What follows belongs to an exercise in optimizing a design on an open flow for small area, a short achievable clock period and few clock cycles per item; a production flow would make more cautious choices. In this exercise RTL edits were held to simulation tests only and were not proved equivalent to the original. The flow treats the clock pin as an ideal source, which a real chip does not have.

// pp_accumulator
module pp_accumulator #(
   parameter int N = pp_pkg::N_DEF,
   parameter int K = pp_pkg::K_DEF
) (
   input  logic           clk,
   input  logic           rst,
   input  logic           in_valid,
   output logic           in_ready,
   input  logic [N*2*N-1:0] in_pp,
   output logic           out_valid,
   input  logic           out_ready,
   output logic [2*N-1:0] out_product
);
   logic s1;
   logic c2;
   logic s3;
   logic c4;
   logic s5;
   logic c6;
   logic s7;
   logic c8;
   logic s9;
   logic c10;
   logic s11;
   logic c12;
   logic s13;
   logic c14;
   logic s15;
   logic c16;
   logic s17;
   logic c18;
   logic s19;
   logic c20;
   logic s21;
   logic c22;
   logic s23;
   logic c24;
   logic s25;
   logic c26;
   logic s27;
   logic c28;
   logic s29;
   logic c30;
   logic s31;
   logic c32;
   logic s33;
   logic c34;
   logic s35;
   logic c36;
   logic s37;
   logic c38;
   logic s39;
   logic c40;
   logic s41;
   logic c42;
   logic s43;
   logic c44;
   logic s45;
   logic c46;
   logic s47;
   logic c48;
   logic s49;
   logic c50;
   logic s51;
   logic c52;
   logic s53;
   logic c54;
   logic s55;
   logic c56;
   logic s57;
   logic c58;
   logic s59;
   logic c60;
   logic s61;
   logic c62;
   logic s63;
   logic c64;
   logic s65;
   logic c66;
   logic s67;
   logic c68;
   logic s69;
   logic c70;
   logic s71;
   logic c72;
   logic s73;
   logic c74;
   logic s75;
   logic c76;
   logic s77;
   logic c78;
   logic s79;
   logic c80;
   logic s81;
   logic c82;
   logic s83;
   logic c84;
   logic s85;
   logic c86;
   logic s87;
   logic c88;
   logic s89;
   logic c90;
   logic s91;
   logic c92;
   logic s93;
   logic c94;
   logic s95;
   logic c96;
   logic s97;
   logic c98;
   logic s99;
   logic c100;
   logic s101;
   logic c102;
   logic s103;
   logic c104;
   logic s105;
   logic c106;
   logic s107;
  ...
Size in the first run: about 870 cells after synthesis, roughly 160 flip-flops, about 550 I/O pins, ~15000 um^2 of cells after synthesis.
export LEC_CHECK = 0
export CAP_MARGIN = 20
export CORE_MARGIN = 2
export CORE_UTILIZATION = 60
export PLACE_DENSITY = 0.75
export SLEW_MARGIN = 20
create_clock -name core_clock -period 5.0 [get_ports {clk}]
standard.sh (not shown) runs the stock make flow with config.mk's settings and CLKGATE_MAP_FILE= SYNTH_SCRIPT=/design/flow/synth_recipe.tcl, a recipe that flattens the netlist after the stock synthesis.
==> flow/flow/run.sh <==
#!/bin/bash
# Own layout flow: the standard ORFS flow with these changes.
#  - Yosys's generic synth skips its early "abc -fast" pass (SYNTH_ARGS=-noabc) so the
#    3:2 counters of the adder tree reach extract_fa as written and map to full-adder
#    cells without polarity inverters between them. Registers are unchanged.
#  - Ports are buffered with sky130_fd_sc_hd__buf_1 instead of the default delay buffer.
#  - After clock tree synthesis, flow/skew.tcl delays the output register's clock
#    (useful skew for the register-to-register paths into it).
set -euo pipefail
here=$(pwd)
bash standard.sh SYNTH_ARGS=-noabc "BUFFER_PORTS_ARGS=-buffer_cell sky130_fd_sc_hd__buf_1" \
  "POST_CTS_TCL=$here/flow/skew.tcl" "SKEW_BUFS=sky130_fd_sc_hd__clkdlybuf4s50_1 sky130_fd_sc_hd__clkbuf_2 sky130_fd_sc_hd__clkbuf_8" \
  finish > flow_make.log 2>&1
==> flow/flow/skew.tcl <==
# Sourced by ORFS's cts.tcl after clock tree synthesis (POST_CTS_TCL).
# Gives the output register (out_product) a later clock than the rest of the
# design, by SKEW_BUFS clock buffers in series in front of its clock pins on
# each clock-tree leaf net that reaches it. This only helps the paths between
# the pipeline register and the output register; the output register's paths
# to the outputs get correspondingly less slack.
set skew_cells [expr {[info exists ::env(SKEW_BUFS)] ? $::env(SKEW_BUFS) : "sky130_fd_sc_hd__clkbuf_2"}]
set groups [dict create]
foreach c [get_cells out_product*] {
  set pin [get_pins -of_objects $c -filter "lib_pin_name==CLK"]
  set net [get_nets -of_objects $pin]
  dict lappend groups [get_full_name $net] $pin
}
set k 0
dict for {n pins} $groups {
  set net [get_nets $n]
  foreach cell $skew_cells {
    set newnet "skew_net_$k"
    insert_buffer -buffer_cell $cell -net $net -load_pins $pins -buffer_name "skew_buf_$k" -net_name $newnet
    set net [get_nets $newnet]
    incr k
  }
}
puts "skew: inserted $k clock buffers on [dict size $groups] leaf nets"
detailed_placement
check_placement -verbose
estimate_parasitics -placement
report_clock_skew
report_checks -path_delay max -group_path_count 1
The first run went through all stages and came out clean.
Testbench counts at the start, summed over its fixed seeds: cycles 1,616, items 1,600.
Change:
--- a/flow/config.mk
+++ b/flow/config.mk
@@ -11,2 +11,3 @@
 export PLACE_DENSITY = 0.75
+export SETUP_SLACK_MARGIN = 1.9
 export SLEW_MARGIN = 20
Outcome:
- routed wire length rises by 2.5%
- sequential share of layout area falls by 0.98 points
- fmax rises by 3.7%
Change:
--- a/flow/flow/run.sh
+++ b/flow/flow/run.sh
@@ -11,3 +11,3 @@
 bash standard.sh SYNTH_ARGS=-noabc "BUFFER_PORTS_ARGS=-buffer_cell sky130_fd_sc_hd__buf_1" \
-  "POST_CTS_TCL=$here/flow/skew.tcl" "SKEW_BUFS=sky130_fd_sc_hd__clkdlybuf4s50_1 sky130_fd_sc_hd__clkbuf_2 sky130_fd_sc_hd__clkbuf_8" \
+  "POST_CTS_TCL=$here/flow/skew.tcl" "SKEW_BUFS=sky130_fd_sc_hd__clkbuf_2 sky130_fd_sc_hd__clkbuf_2 sky130_fd_sc_hd__clkbuf_2 sky130_fd_sc_hd__clkbuf_8" \
   finish > flow_make.log 2>&1
--- a/flow/config.mk
+++ b/flow/config.mk
@@ -11,3 +11,2 @@
 export PLACE_DENSITY = 0.75
-export SETUP_SLACK_MARGIN = 1.9
 export SLEW_MARGIN = 20
=> Die area does not change; setup slack got worse by 0.37 ns; routed wire length falls by 2.2%.
Change:
--- a/flow/flow/run.sh
+++ b/flow/flow/run.sh
@@ -11,3 +11,3 @@
 bash standard.sh SYNTH_ARGS=-noabc "BUFFER_PORTS_ARGS=-buffer_cell sky130_fd_sc_hd__buf_1" \
-  "POST_CTS_TCL=$here/flow/skew.tcl" "SKEW_BUFS=sky130_fd_sc_hd__clkbuf_2 sky130_fd_sc_hd__clkbuf_2 sky130_fd_sc_hd__clkbuf_2 sky130_fd_sc_hd__clkbuf_8" \
+  "POST_CTS_TCL=$here/flow/skew.tcl" "SKEW_BUFS=sky130_fd_sc_hd__clkdlybuf4s50_1 sky130_fd_sc_hd__clkbuf_2 sky130_fd_sc_hd__clkbuf_8" \
   finish > flow_make.log 2>&1
--- a/flow/config.mk
+++ b/flow/config.mk
@@ -10,2 +10,3 @@
 export CORE_UTILIZATION = 60
+export CTS_BUF_LIST = sky130_fd_sc_hd__clkbuf_8
 export PLACE_DENSITY = 0.75
Result: The new run ran to the end with no violations. Synthesized area does not change. Cell count came out lower by 0.60%. Worst setup slack is better by 0.28 ns. Wire length decreases by 1.3%.
Change:
--- a/flow/flow/run.sh
+++ b/flow/flow/run.sh
@@ -11,3 +11,3 @@
 bash standard.sh SYNTH_ARGS=-noabc "BUFFER_PORTS_ARGS=-buffer_cell sky130_fd_sc_hd__buf_1" \
-  "POST_CTS_TCL=$here/flow/skew.tcl" "SKEW_BUFS=sky130_fd_sc_hd__clkdlybuf4s50_1 sky130_fd_sc_hd__clkbuf_2 sky130_fd_sc_hd__clkbuf_8" \
+  "POST_CTS_TCL=$here/flow/skew.tcl" "SKEW_BUFS=sky130_fd_sc_hd__clkdlybuf4s50_1 sky130_fd_sc_hd__clkbuf_8" \
   finish > flow_make.log 2>&1
--- a/flow/flow/skew.tcl
+++ b/flow/flow/skew.tcl
@@ -1,3 +1,3 @@
 # Sourced by ORFS's cts.tcl after clock tree synthesis (POST_CTS_TCL).
-# Gives the output register (out_product) a later clock than the rest of the
+# Gives the output register (out_product, and the skid register behind it) a later clock than the rest of the
 # design, by SKEW_BUFS clock buffers in series in front of its clock pins on
@@ -8,3 +8,3 @@
 set groups [dict create]
-foreach c [get_cells out_product*] {
+foreach c [concat [get_cells out_product*] [get_cells -quiet skid*]] {
   set pin [get_pins -of_objects $c -filter "lib_pin_name==CLK"]
Outcome: Hold slack improved by 0.086 ns; global-route usage is about the same; maximum frequency is lower slightly; flip-flop and latch count stays the same.
Change:
--- a/flow/config.mk
+++ b/flow/config.mk
@@ -9,5 +9,4 @@
 export CORE_MARGIN = 2
-export CORE_UTILIZATION = 60
-export CTS_BUF_LIST = sky130_fd_sc_hd__clkbuf_8
-export PLACE_DENSITY = 0.75
+export CORE_UTILIZATION = 70
+export PLACE_DENSITY = 0.85
 export SLEW_MARGIN = 20
Effect: Now the flow aborted during I/O pin placement; area after synthesis is unchanged; synthesized cell count does not change.

[port drivers added, routing unchanged]
The results above use ideal ports. As a check the final layouts listed here were re-extracted and re-timed, cells and wires unchanged. Step 1: set_driving_cell puts a clkbuf_16 on clk and a buf_2 on each other input, an assumption about the parent block. Step 2, shift: input delay + t, output delay - t, t = (earliest + latest rising clock arrival at the registers) / 2. This alone moves slack from input paths to output paths. Three values: no drivers, after step 1, after step 2; two values: the first two.
| run | t, ns | slack for setup (ns) | hold slack, ns | latest minus earliest clock arrival (ns) | pins driven straight from the clock port |
|---|---|---|---|---|---|
| the first run | 0.855 | 1.894 / 1.925 / 1.069 | 0.087 / 0.087 / 0.087 | 0.799 / 0.799 | 1 |
| the second run | 0.831 | 2.005 / 2.029 / 1.198 | 0.144 / 0.144 / 0.144 | 0.749 / 0.750 | 1 |
| the third run | 0.690 | 1.638 / 1.638 / 1.234 | 0.410 / 0.378 / 0.417 | 0.462 / 0.463 | 1 |
| the fourth run | 0.852 | 1.918 / 1.918 / 1.108 | 0.018 / 0.018 / 0.018 | 0.744 / 0.744 | 1 |
| the fifth run | 0.812 | 1.869 / 1.869 / 1.159 | 0.105 / 0.105 / 0.105 | 0.672 / 0.672 | 1 |
In every run listed the clock reaches the registers at very different times; t lies between them, and the last value is a rough guide only. For the first run, which loses most, drivers alone change the setup slack by +0.031 ns; drivers and shift together by -0.825 ns.
